This design comes from an exercise in tuning for small area and a short achievable clock period on the open sky130 flow, not from production work.
Function was checked by simulation only, so behaviour that the tests miss may differ from the original.
Power is estimated from default activity; no workload was simulated.

--- flow/config.mk ---
export PLATFORM = sky130hd
export DESIGN_NAME = dm_responder
export DESIGN_NICKNAME = dm_responder
export VERILOG_FILES = /design/flow/design.v
export SDC_FILE = /design/flow/constraint.sdc
export NUM_CORES = 4
export LEC_CHECK = 0
export CAP_MARGIN = 20
export CORE_MARGIN = 2
export CORE_UTILIZATION = 40
export SLEW_MARGIN = 20
--- flow/constraint.sdc ---
create_clock -name core_clock -period 4.0 [get_ports {clock}]
set_input_delay 0.8000 -clock core_clock [delete_from_list [all_inputs] [get_ports {clock}]]
set_output_delay 0.8000 -clock core_clock [all_outputs]
set_load 0.01 [all_outputs]
--- flow/design.v ---
module dm_responder #(
  parameter int NCORES = 4,
  parameter int AW     = 7
) (
  input  logic                 clock,
  input  logic                 rst_n,
  input  logic                 start,
  input  logic [NCORES*16-1:0] core_addr,
  input  logic [NCORES*16-1:0] core_wdata,
  input  logic [NCORES-1:0]    core_we,
  input  logic [NCORES-1:0]    core_end,
  output logic [NCORES*2-1:0]  core_status,
  output logic [NCORES*16-1:0] core_rdata,
  input  logic [AW-1:0]        host_addr,
  input  logic [15:0]          host_wdata,
  input  logic                 host_we,
  output logic [15:0]          host_rdata,
  output logic                 busy,
  output logic                 done
);
  localparam int PW = $clog2(NCORES);
  localparam logic [1:0] S_IDLE = 2'd0;
  localparam logic [1:0] S_RUN  = 2'd1;
  localparam logic [1:0] S_DONE = 2'd2;
  localparam logic [1:0] ST_IDLE  = 2'b00;
  localparam logic [1:0] ST_RUN   = 2'b01;
  localparam logic [1:0] ST_STALL = 2'b10;
  localparam logic [1:0] ST_FIN   = 2'b11;
  logic [1:0]        state;
  logic [NCORES-1:0] slot_full;
  logic [NCORES-1:0] fin;
  logic [AW-1:0]     slot_addr [NCORES];
  logic [15:0]       slot_data [NCORES];
  logic [PW-1:0]     rr_ptr;
  logic [PW-1:0]     rr_next;
  logic [15:0]       mem [2**AW];
  logic              grant_valid;
  logic [PW-1:0]     grant_idx;
  logic              all_clear;
  logic              unused_addr_bits;
  assign unused_addr_bits = ^core_addr;
  assign busy      = (state == S_RUN);
  assign done      = (state == S_DONE);
  assign all_clear = (&fin) && !(|slot_full);
  always_comb begin
    core_status = '0;
    for (int i = 0; i < NCORES; i++) begin
      if (state == S_DONE) begin
        core_status[2*i +: 2] = ST_FIN;
      end else if (state == S_RUN) begin
        if (fin[i] && !slot_full[i])  core_status[2*i +: 2] = ST_FIN;
        else if (slot_full[i])        core_status[2*i +: 2] = ST_STALL;
        else                          core_status[2*i +: 2] = ST_RUN;
      end else begin
        core_status[2*i +: 2] = ST_IDLE;
      end
    end
  end
  always_comb begin
    int            cand;
    logic [PW-1:0] cand_idx;
    grant_valid = 1'b0;
    grant_idx   = '0;
    cand        = 0;
    cand_idx    = '0;
    for (int k = NCORES - 1; k >= 0; k--) begin
      cand     = (int'(rr_ptr) + k) % NCORES;
      cand_idx = PW'(cand);
      if (slot_full[cand_idx]) begin
        grant_valid = 1'b1;
        grant_idx   = cand_idx;
      end
    end
  end
  assign rr_next = (grant_idx == PW'(NCORES - 1)) ? '0 : grant_idx + 1'b1;
  always_ff @(posedge clock) begin
    if (!rst_n) begin
      state     <= S_IDLE;
      slot_full <= '0;
      fin       <= '0;
      rr_ptr    <= '0;
    end else begin
      case (state)
        S_IDLE: if (start) begin
          state <= S_RUN;
          fin   <= '0;
        end
        S_RUN: begin
          if (all_clear) state <= S_DONE;
          for (int i = 0; i < NCORES; i++)
            if (core_end[i]) fin[i] <= 1'b1;
        end
        S_DONE: if (start) begin
          state <= S_RUN;
          fin   <= '0;
        end
        default: state <= S_IDLE;
      endcase
      if (grant_valid) begin
        slot_full[grant_idx] <= 1'b0;
        rr_ptr               <= rr_next;
      end
      for (int i = 0; i < NCORES; i++) begin
        if (core_status[2*i +: 2] == ST_RUN && core_we[i]) begin
          slot_full[i] <= 1'b1;
          slot_addr[i] <= core_addr[16*i +: AW];
          slot_data[i] <= core_wdata[16*i +: 16];
        end
      end
    end
  end
  always_ff @(posedge clock) begin
    if (rst_n) begin
      if (grant_valid)
        mem[slot_addr[grant_idx]] <= slot_data[grant_idx];
      else if (host_we && state != S_RUN)
        mem[host_addr] <= host_wdata;
    end
  end
  always_ff @(posedge clock) begin
    if (!rst_n) begin
      core_rdata <= '0;
      host_rdata <= '0;
    end else begin
      for (int i = 0; i < NCORES; i++)
        core_rdata[16*i +: 16] <= mem[core_addr[16*i +: AW]];
      host_rdata <= mem[host_addr];
    end
  end
endmodule
--- flow/run.sh ---
#!/bin/bash
# synth_recipe.tcl (not shown) runs the flow's synth.tcl, then flattens the netlist and writes it again
# the make line also repeats each setting of config.mk as NAME=value (left out here)
make -C /OpenROAD-flow-scripts/flow DESIGN_CONFIG=/design/flow/config.mk WORK_HOME=/design/flow/orfs CLKGATE_MAP_FILE= SYNTH_SCRIPT=/design/flow/synth_recipe.tcl finish
==> summary.md, run 1 <==
| Metric | Value |
|---|---|
| Outcome | `timing/DRC/antenna clean` |
| Worst-skew pair later-pin latency | `1000 ps` |
| Multi-input gate area | `0.0782 mm²` |
| Highest clock frequency the design can meet | `258 MHz` |
| Critical path class | `register to register` |
| Gate Count Post-Synth | `9780` |
| Final wirelength | `864 mm` |
| Area of the mapped netlist | `0.148 mm²` |
| Vertical die dimension | `612 µm` |
| Final clock skew | `65.0 ps` |
| Final RePlAce weighted congestion | `1.11` |
| Most used flip-flop cell after synthesis | `edfxtp_1` |
| Total of flip-flops plus latches after synthesis | `about 2.2k` |
| Die Width | `612 µm` |
| Power dissipated by switching net loads | `0.0208 W` |
| Number of buffer cells added on primary ports | `216` |
| Reg power frac | `41.2%` |
| Type of element launching the critical path | `register` |
| 1st-iter DRT viols | `24.3k` |
| TritonCTS clock tree | `done` |
| Net count of the mapped netlist | `9950` |
| Remaining number of nets flagged by the antenna check after routing | `0` |
| Cts bufs inserted | `278` |
| Clock share of power | `38.0%` |
| Fillers | `31.1k` |
| Final HPWL DP | `628 mm` |
| Total die area | `0.374 mm²` |
| Number of I/O pins | `253` |
| Fraction of power spent switching nets | `slightly above 30%` |
| Mean area per synthesized cell | `15.1 µm²` |
| Final critical-path share of the clock period | `97.0%` |
| Top cell family by delay on the critical path | `buffers and inverters` |
| Async set-or-reset flop fraction in the synthesized netlist | `0%` |
| Part of the total power dissipated in combinational logic | `20.7%` |
| Setup repair after global routing missed its margin | `false` |
| Root buf cell | `clkbuf_16` |
| Commonest cells after routing, fill and taps aside | `edfxtp_1 (2140), mux4_2 (1970), a22oi_1 (1200), mux2i_1 (1175), buf_4 (1151)` |
| Slew at the pin with the worst max-slew slack | `1160 ps` |
| Vias | `124k` |
| Final period demand of the worst path | `slightly below 4000 ps` |
| FP Rows | `223` |
| Worst Path Arrival | `4510 ps` |
| Signed area change from the synthesized netlist to the final layout | `21.9%` |
| Cell with the biggest individual delay on the critical path | `buf_4` |
| Number of antenna violations at the first check in global routing | `110` |
| Number of setup buffers added after CTS | `0` |
| Count of pins over their slew limit | `0` |
| Crit-path max FO | `16` |
| Final-report hold violation count | `0` |
| Total GRT Usage | `45.3%` |
| Yosys synthesis warning count | `3` |
| Most used cell, CP | `inv_1` |
| Internal power | `0.0468 W` |
| Worst setup slack before clock tree synthesis | `-743 ps` |
| Maximum clock path buffer count | `4` |
| Critical path data required time | `4630 ps` |
| Global route overflow | `0` |
| Area occupied by registers | `0.0661 mm²` |
| Remaining max-slew budget at the tightest pin | `a little under a quarter` |
| Crit-path cells | `inv_1 > o21ai_0 > o31ai_1 > o22a_1 > inv_1 > ha_1 > inv_1 > a21oi_1 > mux2i_1 > nor2_1 > nand2_1 > buf_4 > nor2_2 > buf_4` |
| Number of buffers and inverters on the critical path | `5` |
| LEAKAGE | `60.6 nW` |
| CP peak stage delay | `400 ps` |
| First-pass GRT wire length | `~1100 mm` |
| Total number of H-tree levels | `5` |
| Capturing element type of the critical path | `register` |
| Initial Util | `40.1%` |
| Smallest setup slack after layout | `121 ps` |
| Reg clk slew, reported paths | `~60 ps` |
| Max-cap violations | `0` |
| Max rail drop VDD | `359 µV` |
| Number of vias per cell | `between 7 and 8` |
| Class of the worst hold path | `input pin to register` |
| Count of hold buffers inserted by post-cts repair | `0` |
| Number of iterations in the first detailed-routing pass | `7` |
| Core Area | `0.368 mm²` |
| Core utilization of the finished layout | `between 40% and 50%` |
| Clock sinks | `between 2k and 2.5k` |
| Fraction of final layout cells sized beyond drive strength 1 | `roughly 39%` |
| Routed WL per cell | `around 54 µm` |
| EDFF count, synth | `2140` |
| Filler-free cell count of the finished design | `~16k` |
| Via count of the first global-routing pass | `115k` |
| Drt drc | `0` |
| Number of instances in the placed design | `15.5k` |
| Maximum number of pins on one net before global-route repair | `81` |
| Post-synthesis cell type count | `61` |
| Net count, final | `11.1k` |
| Share of synthesized area occupied by flip-flops and latches | `44.7%` |
| Most common cell after layout, fill and taps aside | `edfxtp_1` |
| Final setup vio count | `0` |
| Power density normalized to cell area | `375 mW/mm²` |
-- layout make-up --
class / count / area share, %
repair buffers: 1849 / 11.4
inverters: 73 / 0.152
clock buffers: 357 / 4.21
flip-flops and latches: 2232 / 36.7
multi-input cells: 6497 / 43.4
diodes: 75 / 0.104
clock inverters: 136 / 0.701
well taps: 4837 / 3.36
-- routing by layer --
metal  part of all wire [%]  track usage (%)  wire, µm  vias to the layer above
li1                       -                -         -                    44931
met2                     42             64.8    362000                    12132
met5                  0.043                0       368                        -
met1                     32             53.0    278000                    64150
met3                     14             16.4    121000                     3024
met4                     12             41.6    103000                       60
-- registers in the layout, summed over array words and instances, names as in the netlist --
register	count
host_rdata	16
slot_full	4
rr_ptr	2
slot_data	64
fin	4
slot_addr	28
state	2
core_rdata	64
mem	2048
-- final timing paths --
kind                     start              end  slack (ps)  cells past startpoint
setup / recovery     rr_ptr[0]     mem[127][12]         120                     14
hold / removal    core_addr[3]  slot_addr[0][3]         170                      1
setup reg to reg     rr_ptr[0]     mem[127][12]         120                     14
hold reg to reg   slot_full[1]     slot_full[1]         540                      2
-- stage by stage --
step / hold slack [ps] / power [W] / cell area, µm² / TNS [ps]
5_1_grt: 143 / 0.0682 / 180000 / 0
6_report: 174 / 0.0676 / 180000 / 0
3_5_place_dp: 536 / 0.0416 / 171000 / -3750
3_3_place_gp: 495 / 0.0415 / 171000 / -7130
2_1_floorplan: 481 / 0.0342 / 148000 / -33540
4_1_cts: 134 / 0.0669 / 180000 / 0
-- power by group through the flow --
stage                     sequential (W)  combinational, W  clock [W]
after floorplan                   0.0282           0.00602          0
after global placement            0.0283            0.0132          0
after detailed placement          0.0283            0.0133          0
after CTS                         0.0278            0.0134     0.0257
after global routing              0.0278            0.0139     0.0265
final                             0.0279            0.0140     0.0257
-- cells by family after synthesis --
| family | Yosys count | synth area share, % |
|---|---|---|
| mux | 3172 | 38.2 |
| flops | 2232 | 44.7 |
| compound gates | 1741 | 8.45 |
| simple gates | 1577 | 5.51 |
| buf+inv | 1051 | 3.08 |
| fa+ha+maj | 7 | 0.0592 |
-- repair_timing --
action / CTS / global route
resized for setup: 0 / 2
hold endpoints to repair: 0 / 0
endpoints found under the setup margin: 0 / 241
-- cells in the mapped netlist, types with 88 or more instances --
| master | instances | share of area [%] |
|---|---|---|
| mux2i_1 | 1175 | 8.0 |
| a22oi_1 | 1200 | 6.1 |
| a21oi_1 | 187 | 0.63 |
| o21ai_0 | 97 | 0.33 |
| buf_1 | 88 | 0.22 |
| nor2_1 | 267 | 0.68 |
| mux4_2 | 1970 | 30 |
| dfxtp_1 | 92 | 1.2 |
| nand3_1 | 443 | 1.5 |
| clkbuf_1 | 506 | 1.3 |
| edfxtp_1 | 2140 | 43 |
| buf_2 | 350 | 1.2 |
| nand4_1 | 285 | 1.2 |
| nand2_1 | 235 | 0.60 |
==> run 2: changes to the inputs <==
--- a/flow/config.mk
+++ b/flow/config.mk
@@ -8,4 +8,5 @@
 export CAP_MARGIN = 20
 export CORE_MARGIN = 2
 export CORE_UTILIZATION = 40
+export SETUP_SLACK_MARGIN = 0.3
 export SLEW_MARGIN = 20
==> summary.md, run 2 <==
| Metric | Value |
|---|---|
| Outcome | `timing/DRC/antenna clean (unchanged)` |
| Class of the worst hold path | `input pin to register (unchanged)` |
| Worst-skew pair later-pin latency | `1010 ps (was 1000 ps)` |
| Number of vias per cell | `7.65 (was 7.74)` |
| Fraction of final layout cells sized beyond drive strength 1 | `40.0% (was 38.9%)` |
| Routed WL per cell | `54.1 µm (was 53.8 µm)` |
| Initial Util | `40.1% (unchanged)` |
| Worst setup slack before clock tree synthesis | `-815 ps (was -743 ps)` |
| Max rail drop VDD | `435 µV (was 359 µV)` |
| Final period demand of the worst path | `3820 ps (was 3880 ps)` |
| Vertical die dimension | `612 µm (unchanged)` |
| Reg clk slew, reported paths | `60 ps (about the same)` |
| Via count of the first global-routing pass | `116k (was 115k)` |
| Fillers | `31.1k (about the same)` |
| Final setup vio count | `0 (unchanged)` |
| Fraction of synthesized cell area taken by the top area cell type | `43.5% (unchanged)` |
| Launch point of the worst hold path | `core_addr[19] (was core_addr[3])` |
| Root buf cell | `clkbuf_16 (unchanged)` |
| Type of element launching the critical path | `input pin (was register)` |
| Total number of H-tree levels | `5 (unchanged)` |
| First-pass GRT wire length | `1140 mm (was 1120 mm)` |
| EDFF count, synth | `2140 (unchanged)` |
| Clock sinks | `2232 (unchanged)` |
| Global route overflow | `0 (unchanged)` |
| Final wirelength | `882 mm (was 864 mm)` |
| Most flop-heavy register | `mem (unchanged)` |
| Yosys synthesis warning count | `3 (unchanged)` |
| Mean area per synthesized cell | `15.1 µm² (unchanged)` |
| Largest registers in the final layout | `mem: 2048 flops, core_rdata: 64 flops, slot_data: 64 flops (unchanged)` |
| Count of hold buffers inserted by post-cts repair | `0 (unchanged)` |
| Final HPWL DP | `647 mm (was 628 mm)` |
| Cell accounting for the most synthesized area | `edfxtp_1 (unchanged)` |
| Gate Count Post-Synth | `9780 (unchanged)` |
| Core Area | `0.368 mm² (unchanged)` |
| Most used flip-flop cell after synthesis | `edfxtp_1 (unchanged)` |
| Number of iterations in the first detailed-routing pass | `8 (was 7)` |
| Die Width | `612 µm (unchanged)` |
| Slew at the pin with the worst max-slew slack | `1240 ps (was 1160 ps)` |
| Total die area | `0.374 mm² (unchanged)` |
| Number of antenna violations at the first check in global routing | `123 (was 110)` |
| 1st-iter DRT viols | `22.8k (was 24.3k)` |
| Max FFs per register | `2048 (unchanged)` |
| Critical path class | `input pin to register (was register to register)` |
| TritonCTS clock tree | `done (unchanged)` |
| Area of the mapped netlist | `0.148 mm² (unchanged)` |
| Number of I/O pins | `253 (unchanged)` |
| Share of synthesized area occupied by flip-flops and latches | `44.7% (unchanged)` |
| FP Rows | `223 (unchanged)` |
| Drt drc | `0 (unchanged)` |
| Maximum clock path buffer count | `4 (unchanged)` |
| Remaining number of nets flagged by the antenna check after routing | `0 (unchanged)` |
| Crit-path max FO | `12 (was 16)` |
| Cts bufs inserted | `284 (was 278)` |
| Net count, final | `11.3k (was 11.1k)` |
| Max-cap violations | `0 (unchanged)` |
| Ranking of synthesized cells by instance count | `edfxtp_1 (2140), mux4_2 (1970), a22oi_1 (1200) (unchanged)` |
| Most frequent cell after synthesis | `edfxtp_1 (unchanged)` |
| Count of pins over their slew limit | `0 (unchanged)` |
| Area contributors post-synth | `edfxtp_1 (43%), mux4_2 (30%), mux2i_1 (8.0%) (unchanged)` |
| Commonest cells after routing, fill and taps aside | `edfxtp_1 (2140), mux4_2 (1970), buf_4 (1261), a22oi_1 (1200), mux2i_1 (1172) (was edfxtp_1 (2140), mux4_2 (1970), a22oi_1 (1200), mux2i_1 (1175), buf_4 (1151))` |
| Launch point of the critical path | `core_addr[32] (was rr_ptr[0])` |
| Final RePlAce weighted congestion | `1.08 (was 1.11)` |
| Remaining max-slew budget at the tightest pin | `17.0% (was 22.6%)` |
| Signed area change from the synthesized netlist to the final layout | `23.7% (was 21.9%)` |
| Most common cell after layout, fill and taps aside | `edfxtp_1 (unchanged)` |
| Overall Power | `0.0687 W (was 0.0676 W)` |
| Vias | `125k (was 124k)` |
| Total of flip-flops plus latches after synthesis | `2232 (unchanged)` |
| LEAKAGE | `61.8 nW (was 60.6 nW)` |
| Net count of the mapped netlist | `9950 (unchanged)` |
| Final-report hold violation count | `0 (unchanged)` |
| Setup repair after global routing missed its margin | `false (unchanged)` |
| Final critical-path share of the clock period | `95.6% (was 97.0%)` |
| Capturing element type of the critical path | `register (unchanged)` |
| Final clock skew | `72.5 ps (was 65.0 ps)` |
| Smallest setup slack after layout | `176 ps (was 121 ps)` |
| Highest clock frequency the design can meet | `262 MHz (was 258 MHz)` |
| Worst Path Arrival | `4620 ps (was 4510 ps)` |
| Maximum number of pins on one net before global-route repair | `129 (was 81)` |
| Power density normalized to cell area | `376 mW/mm² (was 375 mW/mm²)` |
| Number of buffer cells added on primary ports | `216 (unchanged)` |
| Async set-or-reset flop fraction in the synthesized netlist | `0% (unchanged)` |
| Total GRT Usage | `46.3% (was 45.3%)` |
| Critical path data required time | `4800 ps (was 4630 ps)` |
| Post-synthesis cell type count | `61 (unchanged)` |
| Source of the worst register-to-register timing path | `slot_full[1] (was rr_ptr[0])` |
run 2: cell counts after synthesis:
No cell type changed its count.
run 2: path summary, 6_finish.rpt:
check                    endpoint  slack [ps]  cells after the start
setup / recovery   core_rdata[32]         180                     10
setup reg to reg      mem[66][13]         440                     13
hold reg to reg         rr_ptr[1]         500                      2
hold / removal    slot_addr[1][3]         130                      1
run 2: worst max-delay path: stages:
cell,delay [ps]
buf_8,250
buf_12,210
buf_12,170
buf_4,310
mux4_2,600
a22oi_1,500
nand4_1,610
nor4_4,780
buf_12,170
a41oi_1,130
run 2: what timing repair did:
action | in CTS | in global routing
endpoints found under the setup margin | 955 | 1966
setup buffers | 1 | 2
resized for setup | 21 | 37
cloned | 0 | 2
pin swaps | 0 | 4
run 2: cells by family after synthesis:
family,after synthesis,share of synthesized area [%]
multiplexers,3172,38.2
flip-flops,2232,44.7
adder cells (fa/ha/maj),7,0.0592
buffers and inverters,1051,3.08
AO/OA/AOI/OAI,1741,8.45
AND/OR/NAND/NOR,1577,5.51
run 2: layer usage:
| layer | global-route usage, % | routed length, µm | up-vias |
|---|---|---|---|
| met5 | 0 | 508 | - |
| met4 | 41.8 | 102000 | 64 |
| met3 | 14.9 | 117000 | 2836 |
| met2 | 67.6 | 376000 | 11726 |
| met1 | 54.4 | 286000 | 64820 |
| li1 | - | - | 45333 |
run 2: through the flow:
step                      TNS [ps]  std cells  hold slack (ps)  util (%)  cell area (µm²)
after global routing             0      16266              128      49.6           183000
after CTS                        0      16163              101      49.5           182000
after global placement       -8160      15647              512      46.9           173000
after detailed placement     -6290      15649              528      46.9           173000
final                            0      16311              131      49.6           183000
after floorplan                  0       9780              481         -           148000
run 2: area by class of cell:
cell class | count | area, µm² | area share (%)
Multi-Input combinational cell | 6497 | 78400 | 42.9
Clock inverter | 149 | 1660 | 0.909
Antenna cell | 144 | 360 | 0.197
Clock buffer | 364 | 7650 | 4.18
Timing Repair Buffer | 2015 | 22400 | 12.2
Inverter | 73 | 274 | 0.150
Sequential cell | 2232 | 66100 | 36.2
Tap cell | 4837 | 6050 | 3.31
run 2: where the power goes:
| part | internal (W) | total [W] | switching [W] | leakage [nW] |
|---|---|---|---|---|
| clock | 0.0152 | 0.0266 | 0.0114 | 4.52 |
| sequential | 0.0275 | 0.0278 | 0.000370 | 20.0 |
| combinational | 0.00488 | 0.0143 | 0.00938 | 37.3 |
| total | 0.0476 | 0.0687 | 0.0211 | 61.8 |
==> run 3: changes to the inputs <==
--- a/flow/config.mk
+++ b/flow/config.mk
@@ -7,6 +7,5 @@
 export LEC_CHECK = 0
 export CAP_MARGIN = 20
 export CORE_MARGIN = 2
-export CORE_UTILIZATION = 40
-export SETUP_SLACK_MARGIN = 0.3
+export CORE_UTILIZATION = 50
 export SLEW_MARGIN = 20
==> summary.md, run 3 <==
| Metric | Value |
|---|---|
| Number of iterations in the first detailed-routing pass | `10 (was 8)` |
| Drt drc | `0 (unchanged)` |
| 1st-iter DRT viols | `26.1k (was 22.8k)` |
| Reg power frac | `41.5% (was 40.5%)` |
| Part of the total power dissipated in combinational logic | `20.2% (was 20.8%)` |
| Register-to-Register Setup Slack | `-20 ps (was 440 ps)` |
| Fraction of synthesized cell area taken by the top area cell type | `43.5% (unchanged)` |
| Terminus of the critical flop-to-flop path | `mem[49][5] (was mem[66][13])` |
| Max-cap violations | `0 (unchanged)` |
| Post-placement cell area | `0.169 mm² (was 0.173 mm²)` |
| Worst Path Arrival | `5040 ps (was 4620 ps)` |
| Post-synthesis cell type count | `61 (unchanged)` |
| Maximum number of pins on one net before global-route repair | `129 (unchanged)` |
| Final RePlAce weighted congestion | `1.13 (was 1.08)` |
| Final wirelength | `816 mm (was 882 mm)` |
| Setup repair after global routing missed its margin | `true (was false)` |
| CP Depth | `9 (was 10)` |
| Critical path data required time | `4840 ps (was 4800 ps)` |
| Outcome | `failed layout checks (was timing/DRC/antenna clean)` |
| Reg clk slew, reported paths | `60 ps (about the same)` |
| Worst-skew pair later-pin latency | `980 ps (was 1010 ps)` |
| CP peak stage delay | `950 ps (was 780 ps)` |
| Power dissipated by switching net loads | `0.0202 W (was 0.0211 W)` |
| Net count of the mapped netlist | `9950 (unchanged)` |
| Final critical-path share of the clock period | `105% (was 95.6%)` |
| Async set-or-reset flop fraction in the synthesized netlist | `0% (unchanged)` |
| Yosys synthesis warning count | `3 (unchanged)` |
| Commonest cells after routing, fill and taps aside | `edfxtp_1 (2140), mux4_2 (1970), a22oi_1 (1200), mux2i_1 (1174), buf_4 (1017) (was edfxtp_1 (2140), mux4_2 (1970), buf_4 (1261), a22oi_1 (1200), mux2i_1 (1172))` |
| Number of antenna violations at the first check in global routing | `94 (was 123)` |
| Total number of H-tree levels | `5 (unchanged)` |
| Number of buffers and inverters on the critical path | `3 (was 5)` |
| Cts bufs inserted | `272 (was 284)` |
| Fillers | `22.1k (was 31.1k)` |
| Final setup vio count | `13 (was 0)` |
| Vias | `125k (about the same)` |
| Final period demand of the worst path | `4200 ps (was 3820 ps)` |
| Launch point of the worst hold path | `core_addr[19] (unchanged)` |
| Mean area per synthesized cell | `15.1 µm² (unchanged)` |
| Cell with the biggest individual delay on the critical path | `or4_1 (was nor4_4)` |
| Highest clock frequency the design can meet | `238 MHz (was 262 MHz)` |
| Class of the worst hold path | `input pin to register (unchanged)` |
| Crit-path max FO | `17 (was 12)` |
| LEAKAGE | `60.1 nW (was 61.8 nW)` |
| Clock sinks | `2232 (unchanged)` |
| Cells on Worst Hold Path | `1 (unchanged)` |
| Source of the worst register-to-register timing path | `rr_ptr[0] (was slot_full[1])` |
| Critical path class | `input pin to register (unchanged)` |
| List of failed layout checks | `setup timing` |
| Remaining number of nets flagged by the antenna check after routing | `0 (unchanged)` |
| Die Width | `548 µm (was 612 µm)` |
| Internal power | `0.0471 W (was 0.0476 W)` |
| Remaining max-slew budget at the tightest pin | `3.25% (was 17.0%)` |
| Core utilization of the finished layout | `60.6% (was 49.6%)` |
| Count of pins over their slew limit | `0 (unchanged)` |
| Share of synthesized area occupied by flip-flops and latches | `44.7% (unchanged)` |
| Number of buffer cells added on primary ports | `216 (unchanged)` |
| Root buf cell | `clkbuf_16 (unchanged)` |
| Count of hold buffers inserted by post-cts repair | `0 (unchanged)` |
| Core Area | `0.294 mm² (was 0.368 mm²)` |
| Largest registers in the final layout | `mem: 2048 flops, core_rdata: 64 flops, slot_data: 64 flops (unchanged)` |
| Number of cell instances on the worst register-to-register path | `12 (was 13)` |
| Max rail drop VDD | `646 µV (was 435 µV)` |
| Power density normalized to cell area | `378 mW/mm² (was 376 mW/mm²)` |
| Crit-path cells | `clkdlybuf4s50_1 > and3b_1 > and2_1 > buf_12 > a22oi_1 > nand3_1 > or4_1 > buf_4 > o41a_1 (was buf_8 > buf_12 > buf_12 > buf_4 > mux4_2 > a22oi_1 > nand4_1 > nor4_4 > buf_12 > a41oi_1)` |
| Smallest setup slack after layout | `-200 ps (was 176 ps)` |
| Routed WL per cell | `54.4 µm (was 54.1 µm)` |
| TritonCTS clock tree | `done (unchanged)` |
| Area of the mapped netlist | `0.148 mm² (unchanged)` |
| Final HPWL DP | `589 mm (was 647 mm)` |
| Gate Count Post-Synth | `9780 (unchanged)` |
| Net count, final | `11.0k (was 11.3k)` |
| Most common cell after layout, fill and taps aside | `edfxtp_1 (unchanged)` |
| Final clock skew | `73.6 ps (was 72.5 ps)` |
| Final-report hold violation count | `0 (unchanged)` |
| Max FFs per register | `2048 (unchanged)` |
| Type of element launching the critical path | `input pin (unchanged)` |
| Global route overflow | `0 (unchanged)` |
| Total GRT Usage | `53.8% (was 46.3%)` |
| Total die area | `0.300 mm² (was 0.374 mm²)` |
| Clock share of power | `38.3% (was 38.7%)` |
| Initial Util | `50.3% (was 40.1%)` |
| Fraction of power spent switching nets | `30.1% (was 30.7%)` |
| FP Rows | `199 (was 223)` |
| Number of I/O pins | `253 (unchanged)` |
| Fraction of final layout cells sized beyond drive strength 1 | `38.3% (was 40.0%)` |
| Ranking of synthesized cells by instance count | `edfxtp_1 (2140), mux4_2 (1970), a22oi_1 (1200) (unchanged)` |
| Total of flip-flops plus latches after synthesis | `2232 (unchanged)` |
| End point of the most critical hold path | `slot_addr[1][3] (unchanged)` |
| Maximum clock path buffer count | `4 (unchanged)` |
| First-pass GRT wire length | `1070 mm (was 1140 mm)` |
| Most flop-heavy register | `mem (unchanged)` |
| Cell accounting for the most synthesized area | `edfxtp_1 (unchanged)` |
| Top cell family by delay on the critical path | `simple AND/OR/NAND/NOR gates (unchanged)` |
| Number of vias per cell | `8.32 (was 7.65)` |
| Final cell area excluding filler cells | `0.178 mm² (was 0.183 mm²)` |
| Signed area change from the synthesized netlist to the final layout | `20.5% (was 23.7%)` |
| Vertical die dimension | `548 µm (was 612 µm)` |
| Capturing element type of the critical path | `register (unchanged)` |
| Area contributors post-synth | `edfxtp_1 (43%), mux4_2 (30%), mux2i_1 (8.0%) (unchanged)` |
| Most frequent cell after synthesis | `edfxtp_1 (unchanged)` |
| EDFF count, synth | `2140 (unchanged)` |
| Slew at the pin with the worst max-slew slack | `1450 ps (was 1240 ps)` |
| Via count of the first global-routing pass | `115k (was 116k)` |
| Most used flip-flop cell after synthesis | `edfxtp_1 (unchanged)` |
[run 3: changes by cell type in the layout (fill, tap and decap cells not counted), moves of 6 or more]
cell | before | now
nor4_4 | 7 | 1
clkbuf_16 | 293 | 282
buf_12 | 522 | 485
clkbuf_1 | 64 | 45
buf_4 | 1261 | 1017
diode_2 | 144 | 63
bufinv_16 | 25 | 31
clkinv_16 | 6 | 0
buf_6 | 12 | 4
[run 3: final cells by class]
cell class                      instances  area [µm²]  area share, %
Clock inverter                        155        1640          0.918
Timing Repair Buffer                 1718       19500           11.0
Antenna cell                           63         158         0.0885
Sequential cell                      2232       66100           37.1
Clock buffer                          333        7310           4.10
Inverter                               73         274          0.154
Tap cell                             3919        4900           2.75
Multi-Input combinational cell       6497       78200           43.9
[run 3: how the worst max path moves through the flow]
| stage | startpoint | endpoint |
|---|---|---|
| 3_5_place_dp | core_addr[53] | core_rdata[48] |
| 4_1_cts | rr_ptr[0] | mem[109][4] |
| 3_3_place_gp | core_addr[32] | core_rdata[40] |
| 6_report | core_addr[53] | core_rdata[48] |
| 2_1_floorplan | slot_full[1] | mem[90][0] |
| 5_1_grt | rr_ptr[0] | mem[51][5] |
[run 3: metal layers]
layer / vias to the layer above / routed length (µm) / track usage, %
li1: 44640 / - / -
met1: 63365 / 248000 / 62.1
met2: 13362 / 333000 / 74.0
met3: 3255 / 135000 / 24.7
met4: 56 / 98500 / 50.0
met5: - / 660 / 1.04
[run 3: metrics by stage]
stage | instances | setup WS, ps | hold WS [ps] | total power [W] | TNS, ps
after global routing | 14940 | -63.9 | 264 | 0.0678 | -4090
after detailed placement | 14434 | -712 | 520 | 0.0411 | -7370
after CTS | 14922 | 18.2 | 246 | 0.0663 | 0
final | 14990 | -200 | 278 | 0.0673 | -298
after global placement | 14432 | -669 | 509 | 0.0409 | -14720
after floorplan | 9780 | -248 | 481 | 0.0342 | -33540
[run 3: logic make-up after synthesis]
family                     share of synthesized area, %
adders and majority gates                        0.0592
DFF                                                44.7
AOI/OAI and AO/OA                                  8.45
muxes                                              38.2
and+or+nand+nor                                    5.51
buffers and inverters                              3.08
[run 3: power by group through the flow]
stage	logic (W)	clock network, W	registers [W]
finish	0.0136	0.0258	0.0279
global route	0.0134	0.0265	0.0279
CTS	0.0128	0.0256	0.0278
detailed placement	0.0128	0	0.0283
global placement	0.0126	0	0.0283
floorplan	0.00602	0	0.0282
[run 3: repair_timing]
item,in CTS,in global routing
pin swaps,0,3
endpoints found under the setup margin,50,2245
gates resized for setup,2,11
buffers inserted,0,4

==> static timing again, ports no longer ideal <==
The flow's constraints put no driver on any port. The routed layouts listed below were extracted and timed again, unchanged, in two steps.
Step 1 (the two cells are an assumption about what drives the block):
set clk [get_ports {clock}]
set_driving_cell -lib_cell sky130_fd_sc_hd__clkbuf_16 $clk
set_driving_cell -lib_cell sky130_fd_sc_hd__buf_2 [delete_from_list [all_inputs] $clk]
Step 2 moves the port delays by t, midway between the first and last clock arrival at a register: inputs arrive t later, outputs are due t later. That takes back most of the time a late clock gives input paths.
Slacks: ideal / step 1 / step 2; pairs: ideal / step 1.
| run | t (ns) | setup WS [ns] | worst setup path at the end | worst data-port slew with drivers (ns) |
|---|---|---|---|---|
| run 1 | 1.075 | 0.121 / 0.121 / -0.686 | input to register | 0.13 |
| run 2 | 1.087 | 0.176 / 0.242 / -0.845 | input to register | 0.09 |
| run 3 | 1.058 | -0.200 / -0.110 / -1.169 | input to register | 0.22 |
Met with ideal ports but missed after step 2: setup timing in run 1 and run 2. For run 2, which loses most, drivers alone change the setup slack by +0.066 ns; drivers and shift together by -1.021 ns.
